What follows belongs to an exercise in optimizing a design on an open flow for small area and a short achievable clock period; a production flow would make more cautious choices.
Where RTL was checked, it was by simulation tests only, not by an equivalence proof against the original.
No activity file was given, so power comes from the tool's default toggle rates.

== main ==
## fft_r2sdf_stage
module fft_r2sdf_stage #(
  parameter int unsigned N_LOG2 = 8,
  parameter int unsigned STAGE  = 0,
  parameter int unsigned DW     = 16
) (
  input  logic          clk,
  input  logic          rst_n,
  input  logic          din_valid,
  input  logic          din_sop,
  input  logic [DW-1:0] din_re,
  input  logic [DW-1:0] din_im,
  output logic          dout_valid,
  output logic          dout_sop,
  output logic [DW-1:0] dout_re,
  output logic [DW-1:0] dout_im,
  output logic [15:0]   dout_theta
);
  localparam int unsigned D   = 2 ** (N_LOG2 - 1 - STAGE);
  localparam int unsigned CW  = N_LOG2 - STAGE;
  localparam int unsigned DW1 = DW + 1;
  logic [CW-1:0]         cnt;
  logic                  primed, rot_q;
  logic                  bfly, rot0;
  logic [15:0]           th_cnt;
  logic signed [DW-1:0]  a_re, a_im, neg_re, pre_re, pre_im, fil_re, fil_im;
  logic signed [DW-1:0]  sum_re, sum_im, dif_re, dif_im;
  logic signed [DW-1:0]  o_re, o_im, push_re, push_im;
  logic signed [DW-1:0]  dl_re [D];
  logic signed [DW-1:0]  dl_im [D];
  function automatic logic [DW-1:0] add_half(input logic [DW-1:0] x, input logic [DW-1:0] y,
                                             input logic ci);
    logic [DW-1:0] p, g, gg, pp, gn, pn, c;
    p  = x ^ y;
    g  = x & y;
    gg = g;
    pp = p;
    gg[0] = g[0] | (p[0] & ci);
    for (int d = 1; d < DW; d = d * 2) begin
      gn = gg;
      pn = pp;
      for (int i = d; i < DW; i++) begin
  ...
Size in the first run: roughly 5100 cells after synthesis, about 4200 flip-flops.
==> module fft_r2sdf_stage, before the edit <==
module fft_r2sdf_stage #(
  parameter int unsigned N_LOG2 = 8,
  parameter int unsigned STAGE  = 0,
  parameter int unsigned DW     = 16
) (
  input  logic          clk,
  input  logic          rst_n,
  input  logic          din_valid,
  input  logic          din_sop,
  input  logic [DW-1:0] din_re,
  input  logic [DW-1:0] din_im,
  output logic          dout_valid,
  output logic          dout_sop,
  output logic [DW-1:0] dout_re,
  output logic [DW-1:0] dout_im,
  output logic [15:0]   dout_theta
);
  localparam int unsigned D   = 2 ** (N_LOG2 - 1 - STAGE);
  localparam int unsigned CW  = N_LOG2 - STAGE;
  localparam int unsigned DW1 = DW + 1;
  logic [CW-1:0]         cnt;
  logic                  primed, rot_q;
  logic                  bfly, rot0;
  logic [15:0]           th_cnt;
  logic signed [DW-1:0]  a_re, a_im, neg_re, pre_re, pre_im, fil_re, fil_im;
  logic signed [DW-1:0]  sum_re, sum_im, dif_re, dif_im;
  logic signed [DW-1:0]  o_re, o_im, push_re, push_im;
  logic signed [DW-1:0]  dl_re [D];
  logic signed [DW-1:0]  dl_im [D];
  function automatic logic [DW-1:0] add_half(input logic [DW-1:0] x, input logic [DW-1:0] y,
                                             input logic ci);
    logic [DW-1:0] p, g, gg, pp, gn, pn, c;
    p  = x ^ y;
    g  = x & y;
    gg = g;
    pp = p;
    gg[0] = g[0] | (p[0] & ci);
    for (int d = 1; d < DW; d = d * 2) begin
      gn = gg;
      pn = pp;
      for (int i = d; i < DW; i++) begin
        gn[i] = gg[i] | (pp[i] & gg[i-d]);
        pn[i] = pp[i] & pp[i-d];
      end
      gg = gn;
      pp = pn;
    end
    c = {gg[DW-2:0], ci};
    add_half = {p[DW-1] ^ gg[DW-1], p[DW-1:1] ^ c[DW-1:1]};
  endfunction
  always_comb begin
    a_re   = dl_re[D-1];
    a_im   = dl_im[D-1];
    rot0   = rot_q;
    pre_re = rot0 ? a_im : a_re;
    for (int i = 0; i < DW; i++)
      neg_re[i] = a_re[i] ^ (|(a_re & DW'((1 << i) - 1)));
    pre_im = rot0 ? neg_re : a_im;
    th_cnt = '0;
    for (int i = 0; i < D/2; i++)
      if (cnt[CW-3:0] == (CW-2)'(i))
        th_cnt = 16'(-360 * i);
    if (cnt[CW-2] && cnt[CW-3:0] == '0) th_cnt = 16'(-360 * (D/2));
    if (cnt[CW-1]) th_cnt = '0;
  end
  always_comb begin
    bfly     = cnt[CW-1] & ~din_sop;
    sum_re   = add_half(a_re, din_re, 1'b0);
    sum_im   = add_half(a_im, din_im, 1'b0);
    dif_re   = add_half(a_re, ~din_re, 1'b1);
    dif_im   = add_half(a_im, ~din_im, 1'b1);
    fil_re   = din_sop ? a_re : pre_re;
    fil_im   = din_sop ? a_im : pre_im;
    o_re     = bfly ? sum_re : fil_re;
    o_im     = bfly ? sum_im : fil_im;
    push_re  = bfly ? dif_re : din_re;
    push_im  = bfly ? dif_im : din_im;
  end
  always_ff @(posedge clk) begin
    if (din_valid) begin
      dl_re[0] <= push_re;
      dl_im[0] <= push_im;
      for (int unsigned i = 1; i < D - 1; i++) begin
        dl_re[i] <= dl_re[i-1];
        dl_im[i] <= dl_im[i-1];
      end
    end
  end
  always_ff @(posedge clk or negedge rst_n) begin
    if (!rst_n) begin
      dl_re[D-1] <= '0;
      dl_im[D-1] <= '0;
    end else if (din_valid) begin
      dl_re[D-1] <= dl_re[D-2];
      dl_im[D-1] <= dl_im[D-2];
    end
  end
  always_ff @(posedge clk) begin
    dout_re          <= o_re;
    dout_im          <= o_im;
    dout_theta[15:3] <= din_sop ? 13'd0 : th_cnt[15:3];
  end
  assign dout_theta[2:0] = 3'd0;   
  always_ff @(posedge clk or negedge rst_n) begin
    if (!rst_n) begin
      cnt        <= '0;
      primed     <= 1'b0;
      rot_q      <= 1'b0;
      dout_valid <= 1'b0;
      dout_sop   <= 1'b0;
    end else begin
      dout_valid <= din_valid & (bfly | primed);
      dout_sop   <= din_valid & ~din_sop & (cnt == CW'(D));
      if (din_valid) begin
        cnt <= din_sop ? CW'(1) : cnt + CW'(1);
        rot_q <= ~din_sop & ~cnt[CW-1] & (cnt[CW-2:0] >= (CW-1)'(D/2)) & (cnt[CW-2:0] != (CW-1)'(D-1));
        if (bfly) primed <= 1'b1;
      end
    end
  end
endmodule
==> flow/config.mk <==
export PLATFORM = sky130hd
export DESIGN_NAME = fft_r2sdf_stage
export DESIGN_NICKNAME = fft_r2sdf_stage
export VERILOG_FILES = /design/flow/design.v
export SDC_FILE = /design/flow/constraint.sdc
export NUM_CORES = 4
export LEC_CHECK = 0
export ABC_CLOCK_PERIOD_IN_PS = 1000
export CAP_MARGIN = 20
export CORE_MARGIN = 2
export CORE_UTILIZATION = 65
export CTS_CLUSTER_DIAMETER = 70
export CTS_CLUSTER_SIZE = 30
export SETUP_SLACK_MARGIN = 3.2
export SLEW_MARGIN = 20
==> flow/constraint.sdc <==
create_clock -name core_clock -period 5.5 [get_ports {clk}]
set_input_delay 1.1000 -clock core_clock [delete_from_list [all_inputs] [get_ports {clk}]]
set_output_delay 1.1000 -clock core_clock [all_outputs]
set_load 0.01 [all_outputs]
standard.sh (not shown) runs the stock make flow with config.mk's settings and CLKGATE_MAP_FILE= SYNTH_SCRIPT=/design/flow/synth_recipe.tcl, a recipe that flattens the netlist after the stock synthesis.
==> flow/flow/run.sh <==
#!/bin/bash
# Standard ORFS layout with three changes:
#  - synthesis maps adders as plain logic (no full-adder cells) and runs a delay-oriented
#    ABC script (flow/synth.tcl, flow/abc_speed.script); registers are the standard ones;
#  - the port buffers are plain buffers instead of the delay cells buffer_ports picks.
#  - all pins are placed on the middle of the left edge, so the datapath sits next to them.
set -euo pipefail
here=$(pwd)
export FLOW_ABC_SCRIPT=$here/flow/abc_speed.script
export FLOW_ABC_DONT_USE=$here/flow/abc_dont_use.txt
export BUFFER_PORTS_ARGS="-buffer_cell sky130_fd_sc_hd__buf_4"
export PLACE_PINS_ARGS="-exclude top:* -exclude bottom:* -exclude right:* -exclude left:0-130 -exclude left:330-452"
bash standard.sh SYNTH_SCRIPT=$here/flow/synth.tcl ADDER_MAP_FILE= finish > standard.log 2>&1
==> flow/flow/abc_dont_use.txt <==
sky130_fd_sc_hd__maj3_* sky130_fd_sc_hd__or4* sky130_fd_sc_hd__nor4* sky130_fd_sc_hd__and4* sky130_fd_sc_hd__nand4* sky130_fd_sc_hd__*2111* sky130_fd_sc_hd__*311*
==> flow/flow/abc_speed.script <==
&get -n
&st
&syn2
&if -g -K 6
&synch2
&if -g -K 6
&synch2
&nf {D}
&put
buffer -c
upsize {D}
dnsize {D}
==> flow/flow/synth.tcl <==
# synth_recipe.tcl (the standard synthesis) with one change: ABC's logic mapping runs the
# delay-oriented script flow/abc_speed.script instead of ORFS's, and does not map to the
# slow complex cells listed in flow/abc_dont_use.txt. Registers are untouched.
proc synth {args} { yosys synth -nofsm -noshare {*}$args }
proc abc {args} {
  set i [lsearch -exact $args -script]
  if {$i >= 0} { set args [lreplace $args [expr {$i + 1}] [expr {$i + 1}] $::env(FLOW_ABC_SCRIPT)] }
  set f [open $::env(FLOW_ABC_DONT_USE)]
  foreach c [read $f] { lappend args -dont_use $c }
  close $f
  yosys abc {*}$args
}
source $::env(SCRIPTS_DIR)/synth.tcl
# left out here: clear keep_hierarchy, flatten, clean up, hide names made inside functions, write 1_2_yosys.v
main finished every step from synthesis to the final layout, and the layout passed the timing, design-rule and antenna checks.
## Diff of input files: the feature branch against main
-- flow/design.v --
<<< main, line 81
      dl_re[0] <= push_re;
      dl_im[0] <= push_im;
      for (int unsigned i = 1; i < D - 1; i++) begin
        dl_re[i] <= dl_re[i-1];
        dl_im[i] <= dl_im[i-1];
      end
    end
  end
  always_ff @(posedge clk or negedge rst_n) begin
    if (!rst_n) begin
      dl_re[D-1] <= '0;
      dl_im[D-1] <= '0;
    end else if (din_valid) begin
      dl_re[D-1] <= dl_re[D-2];
      dl_im[D-1] <= dl_im[D-2];
    end
  end
>>> the feature branch, line 81
      dl_re[0] <= push_re;
      dl_im[0] <= push_im;
      for (int unsigned i = 1; i < D; i++) begin
        dl_re[i] <= dl_re[i-1];
        dl_im[i] <= dl_im[i-1];
      end
    end
  end
Results
- Compared with main, the feature branch instantiates a smaller number of standard cells.
- A worst setup path endpoint of dout_valid is what the feature branch shows, while dout_re[13] belongs to main.
- The feature branch went all the way through synthesis, placement and routing and the layout is clean on timing, DRC and antenna.
- Relative to main, total power has gone down in the feature branch.
- Going from main to the feature branch, flop-to-flop setup slack went down 0.08 ns; met3 routed wirelength went down about 11%; number of clock-tree buffers in the layout went down about 8%; worst hold slack after final layout went up 0.097 ns.
The RTL of the feature branch was laid out without a check of its function.

afterwards: timing with drivers on the ports:
How much do the figures lean on ideal ports? The routed layouts below were timed once more, with nothing changed but the port constraints. Step 1, drivers: a clkbuf_16 drives clk and a buf_2 each remaining input, both assumed. Step 2 adds t to the input delays and takes it off the output delays; t is the mean of the earliest and latest rising clock arrival at the registers after step 1. Input paths then give back, and output paths get back, about the clock's delay inside the block. a / b / c = ideal / step 1 / step 2; a / b = the first two.
run | t (ns) | setup WS [ns] | worst setup path after step 2 | worst data-port slew with drivers (ns)
main | 0.894 | 3.040 / 2.979 / 2.363 | input to register | 0.26
the feature branch | 0.902 | 3.039 / 2.963 / 2.192 | input to register | 0.10
After both steps setup and hold are still met in every run listed. The setup slack of the feature branch, which loses most, moves by -0.076 ns with the drivers and by -0.847 ns with both steps.
